What follows belongs to an exercise in optimizing a design on an open flow for small area and few clock cycles; a production flow would make more cautious choices. At most, simulation tests tie the RTL to the original design; equivalence was not proved. Function not checked in run 1: the RTL went through the layout flow alone. Power figures rest on the tool's default switching activity, not on a simulated workload.

`design/flow/standard.sh`:
```
#!/bin/bash
# synth_recipe.tcl (not shown) runs the flow's synth.tcl, then flattens the netlist and writes it again
# the make line also repeats each setting of config.mk as NAME=value (left out here)
make -C /OpenROAD-flow-scripts/flow DESIGN_CONFIG=/design/flow/config.mk WORK_HOME=/design/flow/orfs CLKGATE_MAP_FILE= SYNTH_SCRIPT=/design/flow/synth_recipe.tcl "${@:-finish}"
```
`design/flow/design.v`:
```
package ti_pkg;
    localparam int FLIT_W = 32;
    typedef logic [FLIT_W-1:0] flit_t;       
    localparam int HEADER_SIZE = 13;
    typedef logic [3:0] hdr_idx_t;           
    typedef logic [7:0] task_idx_t;
    typedef logic [7:0] app_id_t;
    localparam flit_t MESSAGE_DELIVERY = 32'h0000_0001;
    localparam flit_t TASK_ALLOCATION  = 32'h0000_0040;
    localparam flit_t APP_ALLOCATION_REQUEST = 32'h0000_0240;
    localparam flit_t APP_MAPPING_COMPLETE   = 32'h0000_0241;
    localparam int SIZE_WORDS = 4;
endpackage
module noc_receiver (
    input  logic            clk_i,
    input  logic            rst_ni,
    input  logic            noc_rx_i,
    input  ti_pkg::flit_t   noc_data_i,
    input  logic            tgt_take_i,    
    input  logic            tgt_last_i,    
    output logic            noc_credit_o,
    output logic            tgt_valid_o,   
    output ti_pkg::app_id_t app_id_o
);
    logic [3:0]      hc_q;       
    ti_pkg::flit_t   rem_q;      
    logic            svc_q;      
    logic            alc_q;      
    ti_pkg::app_id_t app_q;
    logic xfer, at_tgt, pkt_end;
    ti_pkg::flit_t rem_dec;
    always_comb begin
        logic nz;
        nz = 1'b0;
        for (int i = 0; i < ti_pkg::FLIT_W; i++) begin
            rem_dec[i] = rem_q[i] ^ (xfer && !nz);
            nz         = nz | rem_q[i];
        end
    end
    assign at_tgt       = alc_q && hc_q == 4'd15;
    assign noc_credit_o = at_tgt ? tgt_take_i : 1'b1;
    assign tgt_valid_o  = at_tgt && noc_rx_i;
    assign xfer         = noc_rx_i && noc_credit_o;
    assign pkt_end      = hc_q >= 4'd2 && rem_q == 32'd1;
    always_ff @(posedge clk_i or negedge rst_ni) begin
        if (!rst_ni) begin
            hc_q  <= '0;
            alc_q <= 1'b0;
        end else if (xfer) begin
            if (pkt_end)
                hc_q <= '0;
            else if (hc_q != 4'd15)
                hc_q <= hc_q + 4'd1;
            if (pkt_end || (at_tgt && tgt_last_i))
                alc_q <= 1'b0;
            else if (hc_q == 4'd13 && svc_q && noc_data_i == ti_pkg::APP_ALLOCATION_REQUEST)
                alc_q <= 1'b1;
        end
    end
    always_ff @(posedge clk_i) begin
        rem_q <= (xfer && hc_q == 4'd1) ? noc_data_i : rem_dec;
        if (xfer) begin
            if (hc_q == 4'd2)
                svc_q <= noc_data_i == ti_pkg::MESSAGE_DELIVERY;
            if (hc_q == 4'd14 && alc_q)
                app_q <= noc_data_i[7:0];
        end
    end
    assign app_id_o = app_q;
endmodule
module task_injector #(
    parameter ti_pkg::flit_t MAPPER_ADDRESS = 32'h0000_0000,
    parameter int            MAX_PAYLOAD    = 32
) (
    input  logic          clk_i,
    input  logic          rst_ni,
    input  logic          src_rx_i,
    input  ti_pkg::flit_t src_data_i,
    output logic          src_credit_o,
    output logic          noc_tx_o,
    output ti_pkg::flit_t noc_data_o,
    input  logic          noc_credit_i,
    input  logic          noc_rx_i,
    input  ti_pkg::flit_t noc_data_i,
    output logic          noc_credit_o
);
    localparam int          W     = ti_pkg::FLIT_W;
    localparam ti_pkg::flit_t K44 = ti_pkg::flit_t'(4 * (ti_pkg::HEADER_SIZE - 2));
    localparam logic [3:0] CODE = 4'd13;
    localparam logic [3:0] IDLE = 4'd15;
    localparam logic [1:0] PH_NONE = 2'd0;    
    localparam logic [1:0] PH_TEXT = 2'd1;    
    localparam logic [1:0] PH_SUM  = 2'd2;    
    logic [3:0]      st_q;
    logic [1:0]      ph_q;
    ti_pkg::flit_t   acc_q;
    logic [4:0]      task_q, ntask_q;
    ti_pkg::app_id_t app_id;
    logic            tgt_valid, tgt_take, last_task, src_xfer, tx_xfer, code_end;
    logic            in_h01, ld_text, add_data, wrap;
    ti_pkg::flit_t   aop, dop, sum;
    assign in_h01    = st_q == 4'd0 || st_q == 4'd1;
    assign ld_text   = in_h01 && ph_q == PH_NONE;
    assign add_data  = in_h01 && ph_q == PH_TEXT && src_rx_i;
    assign last_task = task_q + 5'd1 == ntask_q;
    assign tgt_take  = st_q == 4'd0 && noc_credit_i;
    assign src_xfer  = src_rx_i && src_credit_o;
    assign tx_xfer   = noc_tx_o && noc_credit_i;
    assign code_end  = (st_q == 4'd12 && acc_q[W-1:2] == '0)
                       || (st_q == CODE && acc_q[W-1:2] == 30'd1);
    logic add_src, sub_src, sub_43, sub_4, set_44;
    assign set_44  = in_h01 && ph_q == PH_NONE && src_rx_i;
    assign add_src = (in_h01 && ph_q != PH_SUM && src_rx_i)
                     || (st_q == 4'd10 && src_rx_i && noc_credit_i);
    assign sub_src = st_q == 4'd2 && noc_credit_i;
    assign sub_43  = st_q == 4'd3 && noc_credit_i;
    assign sub_4   = st_q == CODE && src_rx_i && noc_credit_i;
    assign aop = set_44 ? K44 : acc_q;
    assign dop = ({W{add_src}} & src_data_i) | ({W{sub_src}} & ~src_data_i)
               | (sub_43 ? -(K44 - 32'd1) : '0) | (sub_4 ? -32'd4 : '0);
    always_comb begin
        ti_pkg::flit_t g, p;
        g = aop & dop;
        p = aop ^ dop;
        for (int l = 0; l < 5; l++)
            for (int i = 0; i < W; i++)
                if ((i >> l) & 1) begin
                    g[i] = g[i] | (p[i] & g[((i >> l) << l) - 1]);
                    p[i] = p[i] & p[((i >> l) << l) - 1];
                end
        sum = (aop ^ dop) ^ {g[W-2:0], 1'b0};
    end
    assign wrap = !(|acc_q[W-1:6]) && (!acc_q[5] || (!acc_q[4] && !(acc_q[3] && acc_q[2])));
    noc_receiver u_receiver (
        .clk_i, .rst_ni, .noc_rx_i, .noc_data_i,
        .tgt_take_i  (tgt_take),
        .tgt_last_i  (last_task),
        .noc_credit_o,
        .tgt_valid_o (tgt_valid),
        .app_id_o    (app_id)
    );
    logic s_noc, s_len, s_acc, s_src;
    assign s_noc = st_q == 4'd0;
    assign s_len = st_q == 4'd1;
    assign s_acc = st_q == 4'd10;
    assign s_src = st_q == 4'd9 || st_q >= 4'd11;
    assign noc_data_o = ({W{s_noc}} & noc_data_i)
                      | ({W{s_len}} & {1'b0, wrap, acc_q[W-1:2]})
                      | ({W{s_acc}} & acc_q)
                      | ({W{s_src}} & src_data_i)
                      | ((st_q == 4'd2) ? ti_pkg::TASK_ALLOCATION : '0)
                      | ((st_q == 4'd3) ? {16'h0000, app_id, 3'b000, task_q} : '0)
                      | ((st_q == 4'd4) ? MAPPER_ADDRESS : '0);
    always_comb begin
        noc_tx_o     = 1'b0;
        src_credit_o = 1'b0;
        case (st_q)
            4'd0: begin
                noc_tx_o     = tgt_valid;
                src_credit_o = ph_q == PH_NONE;
            end
            4'd1: begin
                noc_tx_o     = ph_q == PH_SUM;
                src_credit_o = ph_q == PH_NONE;
            end
            4'd2, 4'd3, 4'd4, 4'd5, 4'd6, 4'd7, 4'd8: noc_tx_o = 1'b1;
            4'd9: noc_tx_o = src_rx_i;
            4'd10, 4'd11, 4'd12, CODE: begin
                noc_tx_o     = src_rx_i;
                src_credit_o = noc_credit_i;
            end
            default: src_credit_o = 1'b1;     
        endcase
    end
    always_ff @(posedge clk_i or negedge rst_ni) begin
        if (!rst_ni) begin
            st_q <= IDLE;
        end else if (st_q == IDLE) begin
            if (src_rx_i)
                st_q <= 4'd0;
        end else if (tx_xfer) begin
            if (code_end)
                st_q <= last_task ? IDLE : 4'd0;
            else if (st_q != CODE)
                st_q <= st_q + 4'd1;
        end
    end
    always_ff @(posedge clk_i) begin
        if (st_q == IDLE) begin
            ntask_q <= src_data_i[4:0];
            task_q  <= '0;
            ph_q    <= PH_NONE;
        end else if (tx_xfer && code_end) begin
            task_q  <= task_q + 5'd1;
            ph_q    <= PH_NONE;
        end else if (src_xfer && ld_text) begin
            ph_q    <= PH_TEXT;
        end else if (add_data) begin
            ph_q    <= PH_SUM;
        end
        acc_q <= sum;
    end
endmodule
```
`design/flow/flow/abc_map.script`:
```
strash
dc2
&get -n
&dch -f
&nf
&put
```
`design/flow/constraint.sdc`:
```
create_clock -name core_clock -period 6.5 [get_ports {clk_i}]
set_input_delay 1.3000 -clock core_clock [delete_from_list [all_inputs] [get_ports {clk_i}]]
set_output_delay 1.3000 -clock core_clock [all_outputs]
set_load 0.01 [all_outputs]
```
`design/flow/config.mk`:
```
export PLATFORM = sky130hd
export DESIGN_NAME = task_injector
export DESIGN_NICKNAME = task_injector
export VERILOG_FILES = /design/flow/design.v
export SDC_FILE = /design/flow/constraint.sdc
export NUM_CORES = 4
export LEC_CHECK = 0
export CAP_MARGIN = 20
export CORE_MARGIN = 2
export CORE_UTILIZATION = 40
export CTS_BUF_LIST = sky130_fd_sc_hd__clkbuf_8
export SLEW_MARGIN = 20
export BUFFER_PORTS_ARGS = -buffer_cell sky130_fd_sc_hd__buf_1
```
`design/flow/flow/run.sh`:
```
#!/bin/bash
# The standard layout (standard.sh) with two changes:
#  - synthesis maps the logic with the area-oriented ABC script in flow/abc_map.script
#    (the flip-flops are mapped before ABC runs, as in the standard synthesis);
#  - the port buffers that global placement puts on every input and output are buf_1.
set -euo pipefail
work=$PWD
mkdir -p scripts
for f in "$FLOW_HOME"/scripts/*; do
    ln -s "$f" scripts/
done
rm scripts/abc_speed.script
cp flow/abc_map.script scripts/abc_speed.script
echo "export BUFFER_PORTS_ARGS = -buffer_cell sky130_fd_sc_hd__buf_1" >> config.mk
bash standard.sh SCRIPTS_DIR="$work/scripts" synth > synth.log 2>&1
bash standard.sh > standard.log 2>&1
```
==> impl_metrics.yaml, run 1 <==
synth:
  synth-edff-count: 14
  synth_warnings: 2
  async_flop_share_pct: 9.57
  synth_seq_cells: 94
  syn-num-nets: 832
  synth.avg_cell_area_um2: 8.24
  syn_area_um2: 5920
  seq_area_frac_synth_pct: 35.0
  synth_area_leaders: "dfxtp_1 (24%), ha_1 (8.2%), edfxtp_1 (7.1%), a21oi_1 (5.4%), a222oi_1 (5.4%)"
  synth.top_cell.area_share_pct: 24.0
  synth.distinct_cells: 43
  yosys.area.top_type: "dfxtp_1"
  synth_cells: 719
  ys.flop_type: "dfxtp_1"
setup_path:
  arrival_ns: 6.50
  path_class: "in2reg"
  slowest_delay_ns: 0.31
  worst_setup_path_end_kind: "flop"
  cp_max_fo: 27
  critical_path.startpoint_type: "primary input"
  path_common_cell: "o21a_1"
  critPathSlowestCell: "buf_4"
  required_ns: 6.82
global_routing:
  antenna_found_initial: 0
  grt_max_degree: 35
  grt_usage_pct: 24.6
  grt_first_pass_wirelength_um: 31000
  grt_pass1_vias: 6050
  overflow: 0
drt:
  drc: 0
  wirelength_um: 19400
  drtIter0Drc: 566
  wire_per_inst_um: 18.5
  vias_per_cell: 5.97
  drt_pre_antenna_iters: 9
  num_vias: 6264
  antenna_left: 0
floorplan:
  num_rows: 44
  initial_core_util_pct: 40.9
  die_area_um2: 15800
  die_h_um: 126
  io_pins: 104
  core_area_um2: 14500
  die_w_um: 126
power_and_ir_drop:
  power_frac_comb_pct: 57.1
  p_total_uw: 3720
  power_switching_share_pct: 47.1
  clkPwrFrac_pct: 11.4
  p_per_area_nw_per_um2: 526
  peakVddDrop_uv: 261
  power.internal_uw: 1970
  p_leak_uw: 0.00272
  p_sw_uw: 1750
  pwr-share-seq_pct: 31.5
clocking:
  htree_levels: 3
  clock-sinks: 94
  tritoncts: "done"
  cts_made_buffers: 9
  clk_path_buf_depth: 2
  path_clk_slew_ns: 0.10
  clock-root-buffer: "clkbuf_8"
  insertion_delay_ns: 0.39
timing:
  hold_ws_ns: 0.482
  max-slew-margin-rel_pct: 39.9
  setup_viol: 0
  hold_viol_final: 0
  fin_crit_ns: 6.18
  drv_slew: 0
  skew_ns: 0.00655
  clock.fmax_mhz: 162
  totalNegativeSetupSlack_ns: 0
  tightest_slew_ns: 0.893
  period_share_pct: 95.1
placed_design:
  post-place-cells: 1028
  io_buffers: 103
  hpwl_um: 14700
  finalWeightedCongestion: 0.982
layout:
  fillers: 1433
  syn2layout_area_growth_pct: 19.4
  multi_input_area_um2: 3830
  num_antenna_cells: 0
  nets: 974
  stdcell_count: 1050
  final_layout_size_suffix_gt1_share_pct: 7.39
  regArea_um2: 2070
flow_run:
  maxCapViolCount: 0
status:
  outcome: "finished clean"
worst_hold_path:
  worstHoldPathType: "reg2reg"
-- per-layer routing --
layer	up-vias	routed length (um)	global-route usage (%)
met2	288	8800	40.2
met1	2940	8190	31.8
met4	0	691	11.0
met3	47	1720	4.63
li1	2989	-	-
met5	-	0	0
-- cells in the mapped netlist (all sizes together), types with 3 or more instances --
cell	count
o21a	12
nand3	19
a22oi	14
a31oi	19
fa	5
or3	9
nand2	84
nor4	17
nor2b	3
a21oi	64
and2	31
dfrtp	5
dfstp	4
xor2	22
edfxtp	14
a211oi	9
a21o	3
dfxtp	71
o21ai	55
clkinv	26
nor3	24
xnor2	18
a222oi	32
ha	39
nand2b	6
a21boi	3
nor2	83
or4	5
nand4	3
-- cells in the final DEF (no fill, tap or decap), drive strengths merged, types with 22 or more instances in the layout --
cell type    n
buf        131
nand2       84
nor2        83
dfxtp       71
a21oi       64
o21ai       55
ha          39
a222oi      32
and2        31
clkinv      26
nor3        24
xor2        22
-- state kept, by name (all words and copies together) (netlist names) --
name	count
st_q	4
ph_q	2
u_receiver.alc_q	1
acc_q	32
task_q	5
u_receiver.hc_q	4
u_receiver.svc_q	1
u_receiver.rem_q	32
ntask_q	5
u_receiver.app_q	8
-- cell families (layout without fill, tap and decap cells) --
family / after synthesis / count (layout) / synth area share (%)
AOI/OAI and AO/OA: 226 / 226 / 24.8
xor gates and xnor gates: 40 / 40 / 5.92
adders and majority gates: 44 / 44 / 9.93
buffers and inverters: 26 / 173 / 1.65
DFF: 94 / 94 / 35.0
and+or+nand+nor: 289 / 289 / 22.7
-- power by group through the flow --
stage          Clock [uW]  Sequential, uW  Combinational (uW)
2_1_floorplan           0            1080                1460
3_3_place_gp            0            1170                1970
3_5_place_dp            0            1170                2030
4_1_cts               430            1160                2050
5_1_grt               456            1210                2390
6_report              424            1170                2120
-- cell type report --
cell class,instances,area share [%]
clock buffer,9,1.75
tap,184,3.26
clock inverter,7,1.12
timing repair buffer,131,8.96
sequential,94,29.3
inverter,26,1.38
multi-input combinational,599,54.2
-- per-stage QoR --
step                      setup slack [ns]  util (%)  area, um^2
final                                0.320      48.8        7070
after global routing               -0.0435      48.8        7070
after detailed placement           -0.0642      46.6        6750
after global placement              0.0363      46.4        6720
after CTS                           0.0166      48.0        6950
after floorplan                     0.0576         -        5940
-- critical path, delay by kind of cell --
family | cells | cell delay, ns
XOR/XNOR | 1 | 0.13
AND/OR/NAND/NOR | 3 | 0.37
buffers and inverters | 3 | 0.64
adder cells (fa/ha/maj) | 1 | 0.29
AO/OA/AOI/OAI | 22 | 3.74
-- what timing repair did --
item                                    in CTS  in global routing
resized for setup                            0                 25
endpoints found under the setup margin       0                  9
setup buffers                                0                  6
hold endpoints to repair                     0                  0
hold buffers                                 0                  0
-- final timing paths --
kind	start	end	slack (ns)	cells past startpoint
hold reg to reg	u_receiver.rem_q[30]$_DFF_P_	u_receiver.rem_q[30]$_DFF_P_	0.48	2
setup reg to reg	st_q[0]$_DFFE_PN1P_	acc_q[31]$_DFF_P_	0.41	28
setup / recovery	src_rx_i	acc_q[31]$_DFF_P_	0.32	30
max in group asynchronous	rst_ni	st_q[0]$_DFFE_PN1P_	5.30	1
hold / removal	u_receiver.rem_q[30]$_DFF_P_	u_receiver.rem_q[30]$_DFF_P_	0.48	2
min in group asynchronous	rst_ni	u_receiver.hc_q[1]$_DFFE_PN0P_	0.84	1
==> run 2: changes to the inputs <==
--- a/design/flow/design.v
+++ b/design/flow/design.v
@@ -93,2 +93,3 @@
     localparam logic [1:0] PH_SUM  = 2'd2;    
+    localparam logic [1:0] PH_REST = 2'd3;    
     logic [3:0]      st_q;
@@ -110,12 +111,12 @@
                        || (st_q == CODE && acc_q[W-1:2] == 30'd1);
-    logic add_src, sub_src, sub_43, sub_4, set_44;
-    assign set_44  = in_h01 && ph_q == PH_NONE && src_rx_i;
-    assign add_src = (in_h01 && ph_q != PH_SUM && src_rx_i)
-                     || (st_q == 4'd10 && src_rx_i && noc_credit_i);
-    assign sub_src = st_q == 4'd2 && noc_credit_i;
-    assign sub_43  = st_q == 4'd3 && noc_credit_i;
-    assign sub_4   = st_q == CODE && src_rx_i && noc_credit_i;
-    assign aop = set_44 ? K44 : acc_q;
+    logic add_src, sub_src, sub_43, set_44, in_code, cin;
+    assign set_44  = ld_text;
+    assign add_src = ld_text || add_data || (st_q == 4'd10 && src_rx_i && noc_credit_i);
+    assign sub_src = !in_h01 && ph_q == PH_SUM;
+    assign sub_43  = ph_q == PH_REST;
+    assign in_code = st_q == CODE;
+    assign cin     = in_code && !(src_rx_i && noc_credit_i);
+    assign aop = set_44 ? K44 : {acc_q[W-1:2], acc_q[1:0] | {2{in_code}}};
     assign dop = ({W{add_src}} & src_data_i) | ({W{sub_src}} & ~src_data_i)
-               | (sub_43 ? -(K44 - 32'd1) : '0) | (sub_4 ? -32'd4 : '0);
+               | (sub_43 ? -(K44 - 32'd1) : '0) | (in_code ? -32'd4 : '0);
     always_comb begin
@@ -124,2 +125,3 @@
         p = aop ^ dop;
+        g[0] = g[0] | (p[0] & cin);
         for (int l = 0; l < 5; l++)
@@ -130,3 +132,3 @@
                 end
-        sum = (aop ^ dop) ^ {g[W-2:0], 1'b0};
+        sum = (aop ^ dop) ^ {g[W-2:0], cin};
     end
@@ -199,2 +201,6 @@
             ph_q    <= PH_SUM;
+        end else if (sub_src) begin
+            ph_q    <= PH_REST;
+        end else if (sub_43) begin
+            ph_q    <= PH_NONE;
         end
--- a/design/flow/config.mk
+++ b/design/flow/config.mk
@@ -11,2 +11,3 @@
 export CTS_BUF_LIST = sky130_fd_sc_hd__clkbuf_8
+export GPL_TIMING_DRIVEN = 0
 export SLEW_MARGIN = 20
==> impl_metrics.yaml, run 2 <==
status:
  outcome: "finished clean"
placed_design:
  hpwl_um: 13900
  io_buffers: 103
  post-place-cells: 997
  finalWeightedCongestion: 0.883
clocking:
  ctsHoldBuffers: 0
  insertion_delay_ns: 0.39
  path_clk_slew_ns: 0.10
  cts_made_buffers: 9
  clock-root-buffer: "clkbuf_8"
  clk_path_buf_depth: 2
  tritoncts: "done"
  htree_levels: 3
  clock-sinks: 94
timing:
  clock.fmax_mhz: 161
  setup_viol: 0
  skew_ns: 0.00907
  drv_slew: 0
  fin_crit_ns: 6.23
  max-slew-margin-rel_pct: 37.9
  period_share_pct: 95.8
  hold_viol_final: 0
  tightest_slew_ns: 0.930
synth:
  async_flop_share_pct: 9.57
  synth_seq_cells: 94
  synth_area_leaders: "dfxtp_1 (24%), ha_1 (8.0%), edfxtp_1 (7.1%), a21oi_1 (5.7%), a222oi_1 (5.2%)"
  syn-num-nets: 821
  synth.top_cell.area_share_pct: 24.0
  synth_cells: 708
  synth.most_common_cell: "nand2_1"
  synth_commonest_cells: "nand2_1 (80), nor2_1 (73), dfxtp_1 (71)"
  seq_area_frac_synth_pct: 35.0
  synth.distinct_cells: 44
  yosys.area.top_type: "dfxtp_1"
  ys.flop_type: "dfxtp_1"
  synth.avg_cell_area_um2: 8.37
  syn_area_um2: 5930
  synth-edff-count: 14
  synth_warnings: 2
global_routing:
  grt_max_degree: 44
  grt_first_pass_wirelength_um: 33200
  grt_usage_pct: 26.5
  overflow: 0
  antenna_found_initial: 0
  grt_pass1_vias: 6271
drt:
  num_vias: 6360
  vias_per_cell: 6.10
  drtIter0Drc: 743
  drt_pre_antenna_iters: 8
  wirelength_um: 21200
  antenna_left: 0
  drc: 0
  wire_per_inst_um: 20.3
flow_run:
  maxCapViolCount: 0
floorplan:
  die_w_um: 126
  die_area_um2: 15800
  die_h_um: 126
  num_rows: 44
  io_pins: 104
  initial_core_util_pct: 40.9
  core_area_um2: 14500
layout:
  num_antenna_cells: 0
  final_layout_size_suffix_gt1_share_pct: 10.0
  fin_util_pct: 49.5
  nets: 967
  final_common_cell: "buf_1"
  fillers: 1412
  syn2layout_area_growth_pct: 20.9
  layout_common_cells: "buf_1 (103), nand2_1 (78), dfxtp_1 (71)"
  reg_top3: "acc_q (32), u_receiver.rem_q (32), u_receiver.app_q (8)"
  stdcell_count: 1043
power_and_ir_drop:
  peakVddDrop_uv: 283
  p_leak_uw: 0.00276
  p_per_area_nw_per_um2: 608
setup_path:
  arrival_ns: 6.55
  critical_path.startpoint_type: "flop"
  cp_max_fo: 10
  slowest_delay_ns: 0.57
  path_class: "reg2reg"
  critPathSlowestCell: "dfstp_2"
  path_common_cell: "a21oi_2"
  required_ns: 6.82
  worst_setup_path_end_kind: "flop"
worst_hold_path:
  worstHoldPathType: "reg2reg"
==> run 2: cell types whose count changed in the layout (fill, tap and decap cells not counted), sizes merged, moves of 6 or more <==
cell / delta
nor2: -10
nor3: -10
o21a: -8
o21bai: +6
xor2: +6
==> run 2: path summary, 6_finish.rpt <==
check,start,endpoint,slack [ns],depth (start not counted)
min reg2reg,u_receiver.rem_q[30]$_DFF_P_,u_receiver.rem_q[30]$_DFF_P_,0.49,2
min in group asynchronous,rst_ni,u_receiver.hc_q[0]$_DFFE_PN0P_,0.88,1
max reg2reg,st_q[1]$_DFFE_PN1P_,acc_q[31]$_DFF_P_,0.27,34
max,st_q[1]$_DFFE_PN1P_,acc_q[31]$_DFF_P_,0.27,34
min,u_receiver.rem_q[30]$_DFF_P_,u_receiver.rem_q[30]$_DFF_P_,0.49,2
max in group asynchronous,rst_ni,st_q[3]$_DFFE_PN1P_,5.24,1
==> run 2: cell families after synthesis <==
kind of cell / Yosys count / share of synthesized area [%]
adders and majority gates: 44 / 10.0
and+or+nand+nor: 265 / 21.1
buffers and inverters: 26 / 1.65
DFF: 94 / 35.0
AOI/OAI and AO/OA: 231 / 25.1
xor gates and xnor gates: 48 / 7.09
==> run 2: final cells by class <==
class                      count  area (um^2)  share of cell area [%]
sequential                    94         2080                    29.0
clock buffer                   9          124                    1.73
timing repair buffer         130          609                    8.51
inverter                      26         97.6                    1.36
tap                          184          230                    3.21
multi-input combinational    593         3980                    55.5
clock inverter                 7         48.8                   0.681
==> run 2: metal layers <==
metal	vias to the layer above	GRT usage [%]	wire [um]	share of wire, %
met5	-	0	0	0
met4	0	11.9	739	3.5
met3	50	4.12	1760	8.3
met2	299	43.2	9830	46
met1	3034	34.8	8850	42
li1	2977	-	-	-
==> run 2: timing repair <==
action | CTS | global route
resized for setup | 18 | 13
gates cloned | 5 | 0
setup endpoints to repair | 14 | 8
pin swaps | 9 | 7
buffers inserted | 11 | 14
==> run 2: power by group <==
part | total [uW] | internal, uW | switching (uW)
combinational | 2820 | 1200 | 1630
sequential | 1170 | 888 | 278
clock | 370 | 141 | 230
total | 4360 | 2220 | 2130
==> run 2: worst max-delay path: cells and delay by family (launching register included) <==
family          cells  cell delay [ns]
simple gates        4             0.53
flops               1             0.57
xor+xnor            1             0.11
fa+ha+maj           3             0.82
buf+inv             4             0.45
compound gates     22             3.68
==> run 2: stage by stage <==
step / worst slack (ns) / area, um^2 / hold slack (ns) / power, uW / TNS (ns)
floorplan: 0.00482 / 5980 / 0.449 / 2920 / 0
global placement: -1.21 / 6600 / 0.466 / 3490 / -8.69
detailed placement: -1.26 / 6640 / 0.478 / 3610 / -9.25
CTS: 0.0246 / 7000 / 0.497 / 4190 / 0
global route: -0.0432 / 7160 / 0.536 / 4730 / -0.0432
finish: 0.273 / 7160 / 0.494 / 4360 / 0
Testbench counts of run 2, summed over its fixed seeds: cycles 39,247.
==> run 3: changes to the inputs <==
--- a/design/flow/config.mk
+++ b/design/flow/config.mk
@@ -11,3 +11,4 @@
 export CTS_BUF_LIST = sky130_fd_sc_hd__clkbuf_8
-export GPL_TIMING_DRIVEN = 0
+export CTS_CLUSTER_DIAMETER = 80
+export CTS_CLUSTER_SIZE = 30
 export SLEW_MARGIN = 20
==> impl_metrics.yaml, run 3 <==
status:
  outcome: "finished clean"
placed_design:
  dpl_cell_area_um2: 6760
  place_ws_ns: -0.215
  io_buffers: 103
  hpwl_um: 14300
  finalWeightedCongestion: 0.938
synth:
  synth_xor_area_share_pct: 7.09
  yosys.area.top_type: "dfxtp_1"
  syn-num-nets: 821
  ys.flop_type: "dfxtp_1"
  synth_area_leaders: "dfxtp_1 (24%), ha_1 (8.0%), edfxtp_1 (7.1%), a21oi_1 (5.7%), a222oi_1 (5.2%)"
  synthAdderAreaFrac_pct: 10.0
  synth_compound_area_share_pct: 25.1
  synth.avg_cell_area_um2: 8.37
  synth.most_common_cell: "nand2_1"
  synth.top_cell.area_share_pct: 24.0
  seq_area_frac_synth_pct: 35.0
  synth_seq_cells: 94
  synthSimpleGateAreaFrac_pct: 21.1
  synth_commonest_cells: "nand2_1 (80), nor2_1 (73), dfxtp_1 (71)"
  synth_cells: 708
  synth_warnings: 2
  synthMuxAreaShare_pct: 0
  syn_area_um2: 5930
  synth-edff-count: 14
  async_flop_share_pct: 9.57
  synth.distinct_cells: 44
  synth_top_family_by_area: "compound AO/OA/AOI/OAI gates"
timing:
  tightest_slew_ns: 0.927
  drv_slew: 0
  totalNegativeSetupSlack_ns: 0
  hold_viol_final: 0
  finalWorstSetupSlack_ns: 0.314
  max-slew-margin-rel_pct: 37.6
  skew_ns: 0.0146
  fin_crit_ns: 6.19
  hold_ws_ns: 0.483
  clock.fmax_mhz: 162
  setup_viol: 0
  period_share_pct: 95.2
clocking:
  htree_levels: 3
  clock-sinks: 94
  tritoncts: "done"
  insertion_delay_ns: 0.39
  clock-root-buffer: "clkbuf_8"
  clk_path_buf_depth: 2
  cts_made_buffers: 9
  ctsHoldBuffers: 0
  path_clk_slew_ns: 0.10
setup_path:
  worstReg2RegStart: "st_q[0]$_DFFE_PN1P_"
  required_ns: 6.82
  critPathBufInv: 2
  r2r-end: "acc_q[31]$_DFF_P_"
  path_common_cell: "a21oi_2"
  reg2reg_slack_ns: 0.31
  arrival_ns: 6.50
  cpLargestDelayFamily: "compound AO/OA/AOI/OAI gates"
  worst_setup_path_end_kind: "flop"
  reg2reg_depth: 32
  critPathSlowestCell: "dfstp_2"
  cp_max_fo: 10
  slowest_delay_ns: 0.59
  path_class: "reg2reg"
  critical_path.startpoint_type: "flop"
drt:
  vias_per_cell: 5.93
  num_vias: 6121
  drt_pre_antenna_iters: 5
  antenna_left: 0
  wirelength_um: 19300
  drc: 0
  wire_per_inst_um: 18.7
  drtIter0Drc: 694
floorplan:
  core_area_um2: 14500
  io_pins: 104
  die_area_um2: 15800
  initial_core_util_pct: 40.9
  die_w_um: 126
  num_rows: 44
  die_h_um: 126
global_routing:
  grt_pass1_vias: 5693
  grt_first_pass_wirelength_um: 30000
  antenna_found_initial: 0
  grt_usage_pct: 23.9
  overflow: 0
  grt_max_degree: 42
layout:
  fin_area_um2: 7010
  num_antenna_cells: 0
  reg_top3: "acc_q (32), u_receiver.rem_q (32), u_receiver.app_q (8)"
  final_layout_size_suffix_gt1_share_pct: 6.95
  nets: 957
  multi_input_area_um2: 3840
  regArea_um2: 2070
  fillers: 1447
  layout_common_cells: "buf_1 (103), nand2_1 (80), nor2_1 (72)"
  syn2layout_area_growth_pct: 18.3
  final_common_cell: "buf_1"
power_and_ir_drop:
  p_total_uw: 4170
  peakVddDrop_uv: 235
  p_leak_uw: 0.00270
  p_per_area_nw_per_um2: 595
worst_hold_path:
  hold_depth: 2
  worstHoldStart: "u_receiver.rem_q[30]$_DFF_P_"
  worstHoldPathType: "reg2reg"
  hold_path_end: "u_receiver.rem_q[30]$_DFF_P_"
flow_run:
  maxCapViolCount: 0
-- run 3: changes by cell type in the layout (fill, tap and decap cells not counted), moves of 3 or more --
cell / previous run / this run
buf_4: 25 / 20
o21bai_1: 3 / 6
ha_1: 35 / 38
o21bai_2: 4 / 1
-- run 3: what timing repair did --
action | CTS | global route
setup buffers | 1 | 2
pin swaps | 1 | 3
resized for setup | 1 | 7
cloned | 0 | 0
setup endpoints to repair | 1 | 6
-- run 3: layout make-up --
type | count | share of cell area [%]
multi-input cells | 588 | 54.9
well taps | 184 | 3.28
clock inverters | 7 | 1.04
repair buffers | 125 | 8.10
clock buffers | 9 | 1.77
flip-flops and latches | 94 | 29.6
inverters | 26 | 1.39
-- run 3: layer usage --
metal	global-route usage, %	wire length (um)
met1	32.8	8470
met2	38.0	8890
met3	4.16	1530
met4	8.17	386
met5	0	0
-- run 3: cells by family (layout without fill, tap and decap cells) --
logic type,Yosys count,in the layout
buffers and inverters,26,167
AND/OR/NAND/NOR,265,265
adder cells (fa/ha/maj),44,44
XOR/XNOR,48,48
flip-flops,94,94
AO/OA/AOI/OAI,231,231
-- run 3: worst max path at each step --
stage                   startpoint                end  slack, ns  cells after the start
4_1_cts        st_q[0]$_DFFE_PN1P_  acc_q[31]$_DFF_P_     0.0009                     32
5_1_grt        st_q[0]$_DFFE_PN1P_  acc_q[31]$_DFF_P_      -0.03                     33
3_3_place_gp              src_rx_i  acc_q[31]$_DFF_P_      -0.08                     30
6_report       st_q[0]$_DFFE_PN1P_  acc_q[31]$_DFF_P_       0.31                     32
3_5_place_dp              src_rx_i  acc_q[31]$_DFF_P_      -0.21                     30
2_1_floorplan  st_q[0]$_DFFE_PN1P_  acc_q[31]$_DFF_P_      0.005                     33
-- run 3: through the flow --
stage | instances | util [%]
floorplan | 708 | -
global placement | 1013 | 46.5
detailed placement | 1014 | 46.7
CTS | 1031 | 48.1
global route | 1033 | 48.4
finish | 1033 | 48.4
-- run 3: power breakdown --
group          total [uW]  internal, uW  switching, uW
logic                2610          1120           1490
clock network         408           180            229
registers            1150           886            266
-- run 3: tightest hold or removal path, cell delays in order (launching register included) --
cell	delay (ns)
dfxtp_1	0.33
nand2_1	0.05
a31oi_1	0.07
==> run 4: changes to the inputs <==
==> design/flow/flow/abc_map.script (replaced) <==
strash
dc2
&get -n
&dch -f
&nf
&put
buffer -c
--- a/design/flow/config.mk
+++ b/design/flow/config.mk
@@ -11,4 +11,2 @@
 export CTS_BUF_LIST = sky130_fd_sc_hd__clkbuf_8
-export CTS_CLUSTER_DIAMETER = 80
-export CTS_CLUSTER_SIZE = 30
 export SLEW_MARGIN = 20
==> impl_metrics.yaml, run 4 <==
floorplan:
  die_area_um2: 17500
  num_rows: 46
  initial_core_util_pct: 41.3
  io_pins: 104
  core_area_um2: 16000
  die_h_um: 132
  die_w_um: 132
synth:
  synthMuxAreaShare_pct: 0
  synth_area_leaders: "dfxtp_1 (22%), ha_1 (7.2%), edfxtp_1 (6.4%), clkbuf_8 (5.8%), a21oi_1 (5.1%)"
  synth_commonest_cells: "nand2_1 (79), nor2_1 (73), dfxtp_1 (71)"
  synth.most_common_cell: "nand2_1"
  synth_seq_cells: 94
  synth_warnings: 2
  syn_area_um2: 6600
  synthSimpleGateAreaFrac_pct: 20.4
  synth-edff-count: 14
  yosys.area.top_type: "dfxtp_1"
  synth.distinct_cells: 51
  syn-num-nets: 861
  synth_top_family_by_area: "compound AO/OA/AOI/OAI gates"
  seq_area_frac_synth_pct: 31.4
  ys.flop_type: "dfxtp_1"
  synth_compound_area_share_pct: 22.7
  synth.top_cell.area_share_pct: 21.5
  synth.avg_cell_area_um2: 8.83
  async_flop_share_pct: 9.57
  synth_cells: 748
  synth_xor_area_share_pct: 6.37
  synthAdderAreaFrac_pct: 9.02
setup_path:
  r2r-end: "acc_q[31]$_DFF_P_"
  required_ns: 6.78
  setup.worst_path.start: "st_q[0]$_DFFE_PN1P_"
  worstReg2RegStart: "st_q[0]$_DFFE_PN1P_"
  reg2reg_slack_ns: 0.38
  arrival_ns: 6.40
  path_class: "reg2reg"
  worst_setup_path_end_kind: "flop"
  cp_max_fo: 7
  critPathSlowestCell: "dfstp_2"
  path_common_cell: "o21bai_1"
  slowest_delay_ns: 0.60
  critical_path.startpoint_type: "flop"
  reg2reg_depth: 31
timing:
  tightest_slew_ns: 0.827
  period_share_pct: 94.1
  fin_crit_ns: 6.12
  totalNegativeSetupSlack_ns: 0
  clock.fmax_mhz: 163
  drv_slew: 0
  setup_viol: 0
  max-slew-margin-rel_pct: 44.4
  skew_ns: 0.0139
  hold_viol_final: 0
worst_hold_path:
  worstHoldPathType: "reg2reg"
  hold_path_end: "u_receiver.rem_q[30]$_DFF_P_"
  hold_depth: 2
  worstHoldStart: "u_receiver.rem_q[30]$_DFF_P_"
drt:
  drtIter0Drc: 584
  wirelength_um: 19400
  drc: 0
  num_vias: 6076
  wire_per_inst_um: 17.9
  antenna_left: 0
  vias_per_cell: 5.61
  drt_pre_antenna_iters: 5
placed_design:
  io_buffers: 103
  hpwl_um: 14500
  post-place-cells: 1060
  finalWeightedCongestion: 0.884
clocking:
  ctsHoldBuffers: 0
  clock-root-buffer: "clkbuf_8"
  tritoncts: "done"
  clk_path_buf_depth: 2
  clock-sinks: 94
  insertion_delay_ns: 0.38
  htree_levels: 3
  path_clk_slew_ns: 0.10
  cts_made_buffers: 9
global_routing:
  grt_pass1_vias: 5608
  grt_usage_pct: 21.9
  overflow: 0
  grt_first_pass_wirelength_um: 30400
  grt_max_degree: 65
  antenna_found_initial: 0
status:
  outcome: "finished clean"
layout:
  nets: 975
  final_common_cell: "buf_1"
  regArea_um2: 2070
  reg_top3: "acc_q (32), u_receiver.rem_q (32), u_receiver.app_q (8)"
  fillers: 1651
  stdcell_count: 1083
  num_antenna_cells: 0
  multi_input_area_um2: 3980
  final_layout_size_suffix_gt1_share_pct: 17.4
  syn2layout_area_growth_pct: 11.1
  layout_common_cells: "buf_1 (103), nand2_1 (78), nor2_1 (71), dfxtp_1 (71), a21oi_1 (62)"
power_and_ir_drop:
  p_per_area_nw_per_um2: 583
  peakVddDrop_uv: 182
  p_leak_uw: 0.00293
flow_run:
  maxCapViolCount: 0
-- run 4: changes by cell type in the layout (fill, tap and decap cells not counted), sizes merged, moves of 4 or more --
cell    before  now
clkinv      28    1
inv          4   29
buf        125  143
nand2b       5    0
or2b         0    5
and2b        0    4
nor2b        4    0
-- run 4: area by class of cell --
class | instances | area share (%)
Clock buffer | 10 | 1.88
Clock inverter | 6 | 1.14
Inverter | 26 | 1.33
Multi-Input combinational cell | 588 | 54.2
Sequential cell | 94 | 28.3
Tap cell | 216 | 3.69
Timing Repair Buffer | 143 | 9.47
-- run 4: timing repair --
| action | in CTS | in global routing |
|---|---|---|
| setup endpoints to repair | 0 | 6 |
| setup buffers | 0 | 7 |
| hold endpoints to repair | 0 | 0 |
| gates resized for setup | 0 | 9 |
-- run 4: how the worst max path moves through the flow --
stage	slack [ns]	depth (start not counted)	end
global route	-0.03	32	acc_q[31]$_DFF_P_
floorplan	0.05	35	acc_q[31]$_DFF_P_
finish	0.38	31	acc_q[31]$_DFF_P_
CTS	0.09	33	acc_q[31]$_DFF_P_
detailed placement	-0.01	30	acc_q[31]$_DFF_P_
global placement	0.09	18	u_receiver.rem_q[30]$_DFF_P_
-- run 4: power breakdown --
group / leakage, uW / internal, uW / switching (uW)
Combinational: 0.00198 / 1210 / 1470
Sequential: 0.000824 / 886 / 262
Clock: 0.000118 / 227 / 223
-- run 4: per-stage QoR --
step | util, % | total power [uW] | instance area, um^2 | hold slack, ns | worst slack (ns)
2_1_floorplan | - | 3250 | 6690 | 0.449 | 0.0496
3_3_place_gp | 43.9 | 3750 | 7030 | 0.463 | 0.0909
3_5_place_dp | 43.9 | 3760 | 7030 | 0.468 | -0.0101
4_1_cts | 45.3 | 4230 | 7250 | 0.482 | 0.0912
5_1_grt | 45.8 | 4670 | 7330 | 0.532 | -0.0266
6_report | 45.8 | 4280 | 7330 | 0.481 | 0.383
-- run 4: logic make-up (layout without fill, tap and decap cells) --
group | after synthesis | count (layout)
simple gates | 265 | 265
compound gates | 231 | 231
flops | 94 | 94
buf+inv | 66 | 185
xor+xnor | 48 | 48
fa+ha+maj | 44 | 44
-- run 4: per-layer routing --
layer	up-vias	track usage, %	routed length, um
met3	34	4.52	1380
met1	2833	31.2	9030
met4	0	7.05	522
li1	2972	-	-
met5	-	0	0
met2	237	33.1	8460
-- run 4: critical path, delay by kind of cell (launching register included) --
family          cells  cell delay (ns)
xor+xnor            1             0.11
buf+inv             2             0.25
compound gates     22             3.56
simple gates        4             0.91
flops               1             0.60
fa+ha+maj           2             0.57
==> run 5: changes to the inputs <==
==> design/flow/flow/abc_map.script (replaced) <==
strash
dc2
&get -n
&dch -f
&nf
&put
topo
stime -c
buffer -c
upsize -c
dnsize -c
==> impl_metrics.yaml, run 5 <==
placed_design:
  hpwl_um: 14100
  io_buffers: 103
  dpl_cell_area_um2: 6810
  finalWeightedCongestion: 0.912
  post-place-cells: 1019
  place_ws_ns: -0.0463
power_and_ir_drop:
  p_leak_uw: 0.00285
  peakVddDrop_uv: 253
  p_total_uw: 4180
  p_per_area_nw_per_um2: 589
drt:
  wirelength_um: 19000
  wl_met1_um: 9000
  vias_per_cell: 5.79
  wire_per_inst_um: 18.3
  wl_met3_um: 1500
  drtIter0Drc: 687
  drt_pre_antenna_iters: 9
  antenna_left: 0
  top_layer_used: "met4"
  drc: 0
  wl_met2_um: 8140
  num_vias: 6003
synth:
  synth_seq_cells: 94
  yosys.area.top_type: "dfxtp_1"
  synth.top_cell.area_share_pct: 23.1
  synth.avg_cell_area_um2: 8.22
  synth_commonest_cells: "nand2_1 (77), nor2_1 (72), dfxtp_1 (71)"
  ys.flop_type: "dfxtp_1"
  synth.distinct_cells: 53
  syn-num-nets: 861
  async_flop_share_pct: 9.57
  synth.most_common_cell: "nand2_1"
  synth-edff-count: 14
  seq_area_frac_synth_pct: 33.7
  synth_cells: 748
  synth_warnings: 2
  syn_area_um2: 6150
  synth_area_leaders: "dfxtp_1 (23%), ha_1 (7.7%), edfxtp_1 (6.8%), a21oi_1 (5.5%), a222oi_1 (5.0%)"
worst_hold_path:
  hold_path_end: "u_receiver.rem_q[30]$_DFF_P_"
  worstHoldStart: "u_receiver.rem_q[30]$_DFF_P_"
  hold_depth: 2
  worstHoldPathType: "reg2reg"
timing:
  tightest_slew_ns: 0.834
  max-slew-margin-rel_pct: 43.9
  clock.fmax_mhz: 164
  skew_ns: 0.0193
  fin_crit_ns: 6.09
  period_share_pct: 93.7
  setup_viol: 0
  drv_slew: 0
  hold_viol_final: 0
  finalWorstSetupSlack_ns: 0.413
setup_path:
  slowest_delay_ns: 0.59
  cp_max_fo: 6
  r2r-end: "acc_q[31]$_DFF_P_"
  reg2reg_depth: 33
  path_common_cell: "a21oi_2"
  required_ns: 6.83
  worstReg2RegStart: "st_q[0]$_DFFE_PN1P_"
  reg2reg_slack_ns: 0.41
  path_class: "reg2reg"
  worst_setup_path_end_kind: "flop"
  critical_path.startpoint_type: "flop"
  arrival_ns: 6.42
  critPathSlowestCell: "dfstp_2"
layout:
  num_antenna_cells: 0
  layout_common_cells: "buf_1 (103), nand2_1 (77), nor2_1 (71), dfxtp_1 (71), a21oi_1 (59)"
  stdcell_count: 1037
  nets: 957
  fin_area_um2: 7100
  syn2layout_area_growth_pct: 15.5
  final_common_cell: "buf_1"
  reg_top3: "acc_q (32), u_receiver.rem_q (32), u_receiver.app_q (8)"
  final_layout_size_suffix_gt1_share_pct: 8.60
clocking:
  ctsHoldBuffers: 0
  tritoncts: "done"
  clk_path_buf_depth: 2
  clock-sinks: 94
  insertion_delay_ns: 0.39
  clock-root-buffer: "clkbuf_8"
  cts_made_buffers: 9
  path_clk_slew_ns: 0.11
  htree_levels: 3
floorplan:
  die_w_um: 128
  die_area_um2: 16400
  num_rows: 45
  core_area_um2: 15100
  die_h_um: 128
  initial_core_util_pct: 40.7
  io_pins: 104
global_routing:
  antenna_found_initial: 0
  grt_pass1_vias: 5483
  grt_usage_pct: 23.2
  grt_first_pass_wirelength_um: 29600
  overflow: 0
  grt_max_degree: 42
flow_run:
  maxCapViolCount: 0
status:
  outcome: "finished clean"
## run 5: cell types whose count changed in the layout (fill, tap and decap cells not counted), sizes merged
| cell | change |
|---|---|
| buf | -18 |
| nand2b | +5 |
| or2b | -5 |
| and2b | -4 |
| nor2b | +4 |
| bufinv | -1 |
| inv | +1 |
| nand4bb | +1 |
| or4bb | -1 |
## run 5: cell families after synthesis
kind of cell,count (synthesis),share of synthesized area (%)
simple gates,265,21.5
compound gates,231,24.2
fa+ha+maj,44,9.69
flops,94,33.7
buf+inv,66,4.09
xor+xnor,48,6.84
## run 5: power breakdown
| group | switching [uW] | leakage [uW] | internal (uW) |
|---|---|---|---|
| Combinational | 1470 | 0.00191 | 1120 |
| Sequential | 277 | 0.000824 | 885 |
| Clock | 240 | 0.000110 | 195 |
## run 5: stage by stage
| stage | hold slack, ns | setup TNS [ns] | utilization (%) |
|---|---|---|---|
| 6_report | 0.479 | 0 | 47.1 |
| 5_1_grt | 0.524 | -0.0505 | 47.1 |
| 4_1_cts | 0.480 | 0 | 46.5 |
| 3_5_place_dp | 0.461 | -0.0463 | 45.1 |
| 3_3_place_gp | 0.462 | 0 | 45.0 |
| 2_1_floorplan | 0.449 | 0 | - |
## run 5: repair_timing
action / CTS / global route
buffers inserted: 0 / 2
gates resized for setup: 0 / 12
endpoints found under the setup margin: 0 / 5
## run 5: worst max-delay path by stage
| stage | start | to | slack [ns] | cells past startpoint |
|---|---|---|---|---|
| 6_report | st_q[0]$_DFFE_PN1P_ | acc_q[31]$_DFF_P_ | 0.41 | 33 |
| 5_1_grt | st_q[0]$_DFFE_PN1P_ | acc_q[31]$_DFF_P_ | -0.05 | 33 |
| 4_1_cts | st_q[0]$_DFFE_PN1P_ | acc_q[31]$_DFF_P_ | 0.1 | 33 |
| 3_5_place_dp | src_rx_i | acc_q[31]$_DFF_P_ | -0.05 | 30 |
| 3_3_place_gp | src_rx_i | acc_q[31]$_DFF_P_ | 0.12 | 30 |
| 2_1_floorplan | st_q[0]$_DFFE_PN1P_ | acc_q[31]$_DFF_P_ | 0.03 | 36 |
## run 5: worst max-delay path: cells and delay by family (launching register included)
family	cells	cell delay, ns
AO/OA/AOI/OAI	21	3.40
adder cells (fa/ha/maj)	3	0.81
XOR/XNOR	1	0.12
flip-flops	1	0.59
buffers and inverters	2	0.12
AND/OR/NAND/NOR	6	0.96
## run 5: routing by layer
metal | global-route usage (%) | up-vias
met5 | 0 | -
met4 | 6.40 | 0
met3 | 5.22 | 23
met2 | 34.3 | 238
met1 | 34.0 | 2795
li1 | - | 2947
## run 5: final cells by class
class	count	area, um^2
clock buffer	10	138
clock inverter	6	73.8
fill	1519	7990
inverter	26	97.6
multi-input combinational	588	3910
sequential	94	2070
tap	188	235
timing repair buffer	125	572
==> run 6: changes to the inputs <==
==> design/flow/flow/abc_map.script (replaced) <==
strash
dc2
&get -n
&dch -f
&nf
&put
==> impl_metrics.yaml, run 6 <==
synth:
  seq_area_frac_synth_pct: 35.0
  synth.top_cell.area_share_pct: 24.0
  synth_seq_cells: 94
  synth.most_common_cell: "nand2_1"
  synth_commonest_cells: "nand2_1 (80), nor2_1 (73), dfxtp_1 (71)"
  synth-edff-count: 14
  syn-num-nets: 821
  ys.flop_type: "dfxtp_1"
  syn_area_um2: 5930
  async_flop_share_pct: 9.57
  synth_cells: 708
  synth.avg_cell_area_um2: 8.37
  yosys.area.top_type: "dfxtp_1"
  synth_warnings: 2
  synth.distinct_cells: 44
  synth_area_leaders: "dfxtp_1 (24%), ha_1 (8.0%), edfxtp_1 (7.1%), a21oi_1 (5.7%), a222oi_1 (5.2%)"
setup_path:
  critical_path.startpoint_type: "flop"
  arrival_ns: 6.50
  path_class: "reg2reg"
  worst_setup_path_end_kind: "flop"
  cp_max_fo: 10
  reg2reg_slack_ns: 0.31
  required_ns: 6.82
  slowest_delay_ns: 0.59
  critPathSlowestCell: "dfstp_2"
  path_common_cell: "a21oi_2"
layout:
  syn2layout_area_growth_pct: 18.3
  final_layout_size_suffix_gt1_share_pct: 6.95
  reg_top3: "acc_q (32), u_receiver.rem_q (32), u_receiver.app_q (8)"
  stdcell_count: 1033
  num_antenna_cells: 0
  layout_common_cells: "buf_1 (103), nand2_1 (80), nor2_1 (72)"
  fillers: 1447
  final_common_cell: "buf_1"
  nets: 957
drt:
  num_vias: 6121
  drc: 0
  drtIter0Drc: 694
  drt_pre_antenna_iters: 5
  wirelength_um: 19300
  vias_per_cell: 5.93
  antenna_left: 0
  wire_per_inst_um: 18.7
timing:
  hold_viol_final: 0
  totalNegativeSetupSlack_ns: 0
  drv_slew: 0
  setup_viol: 0
  finalWorstSetupSlack_ns: 0.314
  hold_ws_ns: 0.483
  skew_ns: 0.0146
  max-slew-margin-rel_pct: 37.6
  clock.fmax_mhz: 162
  period_share_pct: 95.2
  tightest_slew_ns: 0.927
  fin_crit_ns: 6.19
global_routing:
  antenna_found_initial: 0
  grt_max_degree: 42
  overflow: 0
  grt_first_pass_wirelength_um: 30000
  grt_pass1_vias: 5693
  grt_usage_pct: 23.9
worst_hold_path:
  worstHoldPathType: "reg2reg"
clocking:
  clock-sinks: 94
  clock-root-buffer: "clkbuf_8"
  htree_levels: 3
  cts_made_buffers: 9
  insertion_delay_ns: 0.39
  tritoncts: "done"
  clk_path_buf_depth: 2
  ctsHoldBuffers: 0
  path_clk_slew_ns: 0.10
placed_design:
  io_buffers: 103
  post-place-cells: 1014
  finalWeightedCongestion: 0.938
  place_ws_ns: -0.215
  hpwl_um: 14300
floorplan:
  die_h_um: 126
  io_pins: 104
  initial_core_util_pct: 40.9
  die_area_um2: 15800
  die_w_um: 126
  num_rows: 44
  core_area_um2: 14500
power_and_ir_drop:
  p_total_uw: 4170
  p_leak_uw: 0.00270
  peakVddDrop_uv: 235
  p_per_area_nw_per_um2: 595
flow_run:
  maxCapViolCount: 0
status:
  outcome: "finished clean"
==> run 6: worst max-delay path, delay by kind of cell, from the launching register on <==
kind | cells | cell delay (ns)
and+or+nand+nor | 4 | 0.60
AOI/OAI and AO/OA | 22 | 3.71
buffers and inverters | 2 | 0.21
adders and majority gates | 3 | 0.88
xor gates and xnor gates | 1 | 0.12
DFF | 1 | 0.59
==> run 6: where the power goes <==
group | internal [uW] | switching [uW] | total, uW
Sequential | 886 | 266 | 1150
Clock | 180 | 229 | 408
Combinational | 1120 | 1490 | 2610
==> run 6: cells by family after synthesis <==
kind of cell / count (synthesis) / synth area share [%]
AO/OA/AOI/OAI: 231 / 25.1
adder cells (fa/ha/maj): 44 / 10.0
XOR/XNOR: 48 / 7.09
flip-flops: 94 / 35.0
buffers and inverters: 26 / 1.65
AND/OR/NAND/NOR: 265 / 21.1
==> run 6: cell type report <==
class / instances / area [um^2] / area share [%]
Multi-Input combinational cell: 588 / 3840 / 54.9
Clock inverter: 7 / 72.6 / 1.04
Tap cell: 184 / 230 / 3.28
Clock buffer: 9 / 124 / 1.77
Inverter: 26 / 97.6 / 1.39
Timing Repair Buffer: 125 / 568 / 8.10
Sequential cell: 94 / 2070 / 29.6
==> run 6: worst paths after layout <==
kind | depth (start not counted) | start | to
worst max register to register | 32 | st_q[0]$_DFFE_PN1P_ | acc_q[31]$_DFF_P_
worst min-delay path | 2 | u_receiver.rem_q[30]$_DFF_P_ | u_receiver.rem_q[30]$_DFF_P_
max in group asynchronous | 1 | rst_ni | st_q[0]$_DFFE_PN1P_
min in group asynchronous | 1 | rst_ni | u_receiver.hc_q[2]$_DFFE_PN0P_
worst max-delay path | 32 | st_q[0]$_DFFE_PN1P_ | acc_q[31]$_DFF_P_
worst min register to register | 2 | u_receiver.rem_q[30]$_DFF_P_ | u_receiver.rem_q[30]$_DFF_P_
==> run 6: metrics by stage <==
step	util [%]	area (um^2)
finish	48.4	7010
global placement	46.5	6740
detailed placement	46.7	6760
global route	48.4	7010
floorplan	-	5980
CTS	48.1	6960
==> run 6: timing repair <==
item                                    4_1_cts  5_1_grt
endpoints found under the setup margin        1        6
cloned                                        0        0
setup buffers                                 1        2
resized for setup                             1        7
pin swaps                                     1        3
==> run 6: layer usage <==
metal,vias to the layer above,track usage [%],wire (um)
li1,2938,-,-
met3,35,4.16,1530
met2,250,38.0,8890
met1,2898,32.8,8470
met4,0,8.17,386
met5,-,0,0
==> run 7: changes to the inputs <==
--- a/design/flow/config.mk
+++ b/design/flow/config.mk
@@ -9,3 +9,3 @@
 export CORE_MARGIN = 2
-export CORE_UTILIZATION = 40
+export CORE_UTILIZATION = 30
 export CTS_BUF_LIST = sky130_fd_sc_hd__clkbuf_8
==> impl_metrics.yaml, run 7 <==
status:
  outcome: "finished clean"
layout:
  syn2layout_area_growth_pct: 20.0
  final_common_cell: "buf_1"
  num_antenna_cells: 0
  reg_top3: "acc_q (32), u_receiver.rem_q (32), u_receiver.app_q (8)"
  stdcell_count: 1117
  fin_area_um2: 7110
  nets: 960
  layout_common_cells: "buf_1 (103), nand2_1 (80), nor2_1 (72)"
  final_layout_size_suffix_gt1_share_pct: 7.51
timing:
  period_share_pct: 93.5
  tightest_slew_ns: 0.915
  drv_slew: 0
  clock.fmax_mhz: 165
  skew_ns: 0.0164
  max-slew-margin-rel_pct: 39.0
  fin_crit_ns: 6.08
  hold_viol_final: 0
  setup_viol: 0
global_routing:
  grt_pass1_vias: 5599
  antenna_found_initial: 0
  grt_usage_pct: 18.6
  grt_max_degree: 65
  overflow: 0
  grt_first_pass_wirelength_um: 30100
synth:
  async_flop_share_pct: 9.57
  syn_area_um2: 5930
  synth_top_family_by_area: "compound AO/OA/AOI/OAI gates"
  synthMuxAreaShare_pct: 0
  syn-num-nets: 821
  synth_seq_cells: 94
  yosys.area.top_type: "dfxtp_1"
  synth_warnings: 2
  synth.avg_cell_area_um2: 8.37
  synth.most_common_cell: "nand2_1"
  synth-edff-count: 14
  synth_compound_area_share_pct: 25.1
  ys.flop_type: "dfxtp_1"
  synth_commonest_cells: "nand2_1 (80), nor2_1 (73), dfxtp_1 (71)"
  synth_area_leaders: "dfxtp_1 (24%), ha_1 (8.0%), edfxtp_1 (7.1%), a21oi_1 (5.7%), a222oi_1 (5.2%)"
  synth_xor_area_share_pct: 7.09
  synth.top_cell.area_share_pct: 24.0
  synth_cells: 708
  synth.distinct_cells: 44
  synthSimpleGateAreaFrac_pct: 21.1
  seq_area_frac_synth_pct: 35.0
  synthAdderAreaFrac_pct: 10.0
drt:
  drt_pre_antenna_iters: 5
  wire_per_inst_um: 17.5
  drtIter0Drc: 640
  antenna_left: 0
  vias_per_cell: 5.41
  wirelength_um: 19500
  drc: 0
  num_vias: 6046
floorplan:
  die_h_um: 145
  die_area_um2: 20900
  core_area_um2: 19400
  initial_core_util_pct: 30.6
  die_w_um: 145
  num_rows: 51
  io_pins: 104
placed_design:
  finalWeightedCongestion: 0.891
  post-place-cells: 1098
  hpwl_um: 14600
  dpl_cell_area_um2: 6870
  io_buffers: 103
setup_path:
  critPathBufInv: 2
  worst_setup_path_end_kind: "flop"
  arrival_ns: 6.40
  required_ns: 6.83
  cp_max_fo: 8
  path_common_cell: "a21oi_2"
  critical_path.startpoint_type: "flop"
  critPathSlowestCell: "dfstp_2"
  path_class: "reg2reg"
  cpLargestDelayFamily: "compound AO/OA/AOI/OAI gates"
  slowest_delay_ns: 0.59
power_and_ir_drop:
  pwr-share-seq_pct: 27.9
  p_sw_uw: 1990
  power.internal_uw: 2170
  peakVddDrop_uv: 181
  p_leak_uw: 0.00270
  p_per_area_nw_per_um2: 584
  power_frac_comb_pct: 62.7
  clkPwrFrac_pct: 9.5
  p_total_uw: 4160
  power_switching_share_pct: 47.8
clocking:
  path_clk_slew_ns: 0.11
  cts_made_buffers: 9
  htree_levels: 3
  clk_path_buf_depth: 2
  clock-root-buffer: "clkbuf_8"
  tritoncts: "done"
  insertion_delay_ns: 0.39
  clock-sinks: 94
flow_run:
  maxCapViolCount: 0
worst_hold_path:
  worstHoldPathType: "reg2reg"
[run 7: cell counts after synthesis]
Identical to the previous run, type by type.
[run 7: per-stage QoR]
step	setup TNS, ns	hold slack [ns]	utilization [%]	worst slack (ns)
2_1_floorplan	0	0.449	-	0.00482
3_3_place_gp	0	0.465	35.4	0.0861
3_5_place_dp	-0.0246	0.469	35.4	-0.0246
4_1_cts	0	0.488	36.4	0.184
5_1_grt	-0.0253	0.526	36.7	-0.0253
6_report	0	0.491	36.7	0.421
[run 7: area by class of cell]
type,instances,area [um^2]
timing repair buffer,128,574
inverter,26,97.6
multi-input combinational,588,3850
tap,265,332
sequential,94,2070
clock inverter,6,48.8
clock buffer,10,138
fill,2072,12300
[run 7: kinds of logic (layout without fill, tap and decap cells)]
logic type,after synthesis,in the layout
xor gates and xnor gates,48,48
and+or+nand+nor,265,265
adders and majority gates,44,44
DFF,94,94
buffers and inverters,26,170
AOI/OAI and AO/OA,231,231
[run 7: worst paths after layout]
path	slack, ns	startpoint	to	depth (start not counted)
setup / recovery	0.42	st_q[1]$_DFFE_PN1P_	acc_q[31]$_DFF_P_	32
hold / removal	0.49	u_receiver.rem_q[30]$_DFF_P_	u_receiver.rem_q[30]$_DFF_P_	2
setup reg to reg	0.42	st_q[1]$_DFFE_PN1P_	acc_q[31]$_DFF_P_	32
hold reg to reg	0.49	u_receiver.rem_q[30]$_DFF_P_	u_receiver.rem_q[30]$_DFF_P_	2
max in group asynchronous	5.29	rst_ni	st_q[3]$_DFFE_PN1P_	1
min in group asynchronous	0.85	rst_ni	u_receiver.hc_q[3]$_DFFE_PN0P_	1
[run 7: power groups by stage]
stage | Clock (uW) | Combinational, uW | Sequential [uW]
after global routing | 421 | 2930 | 1190
after floorplan | 0 | 1840 | 1080
final | 393 | 2600 | 1160
after detailed placement | 0 | 2520 | 1160
after CTS | 404 | 2540 | 1150
after global placement | 0 | 2490 | 1160
[run 7: layer usage]
metal / routed length [um] / GRT usage (%) / vias to the layer above
met5: 0 / 0 / -
met1: 8640 / 25.1 / 2824
met4: 935 / 9.66 / 0
met3: 1340 / 3.44 / 57
met2: 8620 / 28.3 / 214
li1: - / - / 2951
[run 7: repair_timing]
action	in CTS	in global routing
hold buffers	0	0
hold endpoints to repair	0	0
buffers inserted	0	3
resized for setup	0	7
endpoints found under the setup margin	0	5
[run 7: worst min-delay path: stages (launching register included)]
cell and delay [ns]:
dfxtp_1 0.33, nand2_1 0.05, a31oi_1 0.07
==> run 8: changes to the inputs <==
--- a/design/flow/flow/run.sh
+++ b/design/flow/flow/run.sh
@@ -14,2 +14,4 @@
 echo "export BUFFER_PORTS_ARGS = -buffer_cell sky130_fd_sc_hd__buf_1" >> config.mk
+echo "export RECOVER_POWER = 100" >> config.mk
+echo "export MATCH_CELL_FOOTPRINT = 0" >> config.mk
 bash standard.sh SCRIPTS_DIR="$work/scripts" synth > synth.log 2>&1
--- a/design/flow/config.mk
+++ b/design/flow/config.mk
@@ -9,3 +9,3 @@
 export CORE_MARGIN = 2
-export CORE_UTILIZATION = 30
+export CORE_UTILIZATION = 40
 export CTS_BUF_LIST = sky130_fd_sc_hd__clkbuf_8
@@ -13 +13,3 @@
 export BUFFER_PORTS_ARGS = -buffer_cell sky130_fd_sc_hd__buf_1
+export RECOVER_POWER = 100
+export MATCH_CELL_FOOTPRINT = 0
==> impl_metrics.yaml, run 8 <==
status:
  outcome: "complete, but fails checks"
  failed_checks: "max-capacitance violations, max-slew violations"
global_routing:
  grt_first_pass_wirelength_um: 30000
  grt_max_degree: 42
  overflow: 0
  antenna_found_initial: 0
  grt_usage_pct: 23.9
  grt_pass1_vias: 5693
placed_design:
  hpwl_um: 14300
  io_buffers: 103
  place_ws_ns: -0.215
  finalWeightedCongestion: 0.938
  post-place-cells: 1014
synth:
  synth_seq_cells: 94
  async_flop_share_pct: 9.57
  synth.avg_cell_area_um2: 8.37
  synth_area_leaders: "dfxtp_1 (24%), ha_1 (8.0%), edfxtp_1 (7.1%), a21oi_1 (5.7%), a222oi_1 (5.2%)"
  synth_commonest_cells: "nand2_1 (80), nor2_1 (73), dfxtp_1 (71)"
  syn_area_um2: 5930
  synth.distinct_cells: 44
  synth.top_cell.area_share_pct: 24.0
  yosys.area.top_type: "dfxtp_1"
  synth-edff-count: 14
  syn-num-nets: 821
  synth.most_common_cell: "nand2_1"
  synth_cells: 708
  ys.flop_type: "dfxtp_1"
  synth_warnings: 2
  seq_area_frac_synth_pct: 35.0
timing:
  totalNegativeSetupSlack_ns: 0
  hold_viol_final: 0
  clock.fmax_mhz: 162
  setup_viol: 0
  hold_ws_ns: 0.483
  max-slew-margin-rel_pct: -5.18
  drv_slew: 42
  finalWorstSetupSlack_ns: 0.322
  tightest_slew_ns: 1.58
  period_share_pct: 95.0
  fin_crit_ns: 6.18
  skew_ns: 0.0139
setup_path:
  setup.worst_path.start: "st_q[0]$_DFFE_PN1P_"
  critical_path.startpoint_type: "flop"
  cp_max_fo: 10
  path_class: "reg2reg"
  worst_setup_path_end_kind: "flop"
  slowest_delay_ns: 0.59
  required_ns: 6.82
  arrival_ns: 6.49
  worstReg2RegStart: "st_q[0]$_DFFE_PN1P_"
  critPathSlowestCell: "dfstp_2"
  reg2reg_slack_ns: 0.32
  path_common_cell: "a21oi_2"
floorplan:
  core_area_um2: 14500
  initial_core_util_pct: 40.9
  die_h_um: 126
  die_w_um: 126
  io_pins: 104
  num_rows: 44
  die_area_um2: 15800
clocking:
  insertion_delay_ns: 0.39
  ctsHoldBuffers: 0
  path_clk_slew_ns: 0.10
  clock-root-buffer: "clkbuf_8"
  clock-sinks: 94
  tritoncts: "done"
  clk_path_buf_depth: 2
  htree_levels: 3
  cts_made_buffers: 9
power_and_ir_drop:
  peakVddDrop_uv: 235
  p_leak_uw: 0.00267
  p_per_area_nw_per_um2: 597
layout:
  stdcell_count: 1033
  syn2layout_area_growth_pct: 17.7
  reg_top3: "acc_q (32), u_receiver.rem_q (32), u_receiver.app_q (8)"
  fin_util_pct: 48.2
  regArea_um2: 2070
  fillers: 1454
  num_antenna_cells: 0
  final_common_cell: "buf_1"
  final_layout_size_suffix_gt1_share_pct: 6.36
  nets: 957
  multi_input_area_um2: 3840
  layout_common_cells: "buf_1 (93), nand2_1 (80), nor2_1 (72)"
drt:
  num_vias: 6109
  vias_per_cell: 5.91
  wirelength_um: 19300
  antenna_left: 0
  drt_pre_antenna_iters: 7
  drtIter0Drc: 677
  wire_per_inst_um: 18.7
  drc: 0
worst_hold_path:
  worstHoldPathType: "reg2reg"
  worstHoldStart: "u_receiver.rem_q[30]$_DFF_P_"
flow_run:
  maxCapViolCount: 1
## run 8: cell types whose count changed in the layout (fill, tap and decap cells not counted), sizes merged
cell    delta
buf       -17
bufinv     +1
clkbuf    +13
clkinv     +1
inv        -1
## run 8: cell type report
| type | count | share of cell area [%] |
|---|---|---|
| clock buffer | 9 | 1.78 |
| clock inverter | 7 | 1.04 |
| inverter | 26 | 1.40 |
| multi-input combinational | 588 | 55.0 |
| sequential | 94 | 29.7 |
| tap | 184 | 3.30 |
| timing repair buffer | 125 | 7.75 |
## run 8: repair_timing
action                     4_1_cts  5_1_grt
pin swaps                        1        3
setup buffers                    1        2
resized for setup                1        7
cloned                           0        0
setup endpoints to repair        1        6
## run 8: power breakdown
group          switching, uW  internal (uW)  total (uW)
logic                   1490           1110        2600
registers                265            886        1150
clock network            228            180         408
## run 8: layer usage
metal  global-route usage [%]  share of wire (%)  vias to the layer above
met2                     38.0                 46                      233
met4                     8.17                2.2                        0
met1                     32.8                 45                     2893
met5                        0                  0                        -
li1                         -                  -                     2943
met3                     4.16                7.0                       40
## run 8: worst max-delay path, delay by kind of cell, from the launching register on
| family | cells | cell delay (ns) |
|---|---|---|
| buffers and inverters | 2 | 0.21 |
| and+or+nand+nor | 4 | 0.61 |
| xor gates and xnor gates | 1 | 0.12 |
| AOI/OAI and AO/OA | 22 | 3.73 |
| adders and majority gates | 3 | 0.87 |
| DFF | 1 | 0.59 |
## run 8: per-stage QoR
step,instance area (um^2),total power (uW)
after floorplan,5980,2920
final,6980,4160
after CTS,6960,4110
after global routing,6980,4520
after detailed placement,6760,3690
after global placement,6740,3590
## run 8: final timing paths
check,depth (start not counted),end
setup / recovery,32,acc_q[31]$_DFF_P_
hold / removal,2,u_receiver.rem_q[30]$_DFF_P_
setup reg to reg,32,acc_q[31]$_DFF_P_
hold reg to reg,2,u_receiver.rem_q[30]$_DFF_P_
max in group asynchronous,1,st_q[0]$_DFFE_PN1P_
min in group asynchronous,1,u_receiver.hc_q[2]$_DFFE_PN0P_
## run 8: kinds of logic (layout without fill, tap and decap cells)
logic type | Yosys count | in the layout | synth area share, %
AOI/OAI and AO/OA | 231 | 231 | 25.1
DFF | 94 | 94 | 35.0
xor gates and xnor gates | 48 | 48 | 7.09
and+or+nand+nor | 265 | 265 | 21.1
adders and majority gates | 44 | 44 | 10.0
buffers and inverters | 26 | 167 | 1.65

## separate check: timing with driven ports
In the flow no input, the clock included, has a driving cell. The finished layouts below were timed again as built, in two steps.
Step 1: set_driving_cell puts a clkbuf_16 on clk_i and a buf_2 on each other input, an assumption about the parent block.
Step 2 moves the port delays by t, midway between the first and last clock arrival at a register: inputs arrive t later, outputs are due t later. That takes back most of the time a late clock gives input paths.
Three values: ideal, step 1, step 2; two values: the first two.
| run | t (ns) | slack for setup (ns) | worst setup path after step 2 | cell pins on the clock port's net |
|---|---|---|---|---|
| run 1 | 0.424 | 0.320 / 0.329 / -0.095 | input to register | 1 |
| run 2 | 0.418 | 0.273 / 0.273 / -0.031 | input to register | 1 |
| run 3 | 0.419 | 0.314 / 0.314 / 0.133 | input to register | 1 |
| run 4 | 0.414 | 0.383 / 0.383 / 0.054 | input to register | 1 |
| run 5 | 0.419 | 0.413 / 0.413 / 0.164 | input to register | 1 |
| run 6 | 0.419 | 0.314 / 0.314 / 0.133 | input to register | 1 |
| run 7 | 0.416 | 0.421 / 0.421 / 0.199 | input to register | 1 |
| run 8 | 0.420 | 0.322 / 0.322 / 0.134 | input to register | 1 |
With both steps, setup timing fails in run 1 and run 2, where it was met with ideal ports. For run 1, which loses most, drivers alone change the setup slack by +0.009 ns; drivers and shift together by -0.415 ns.
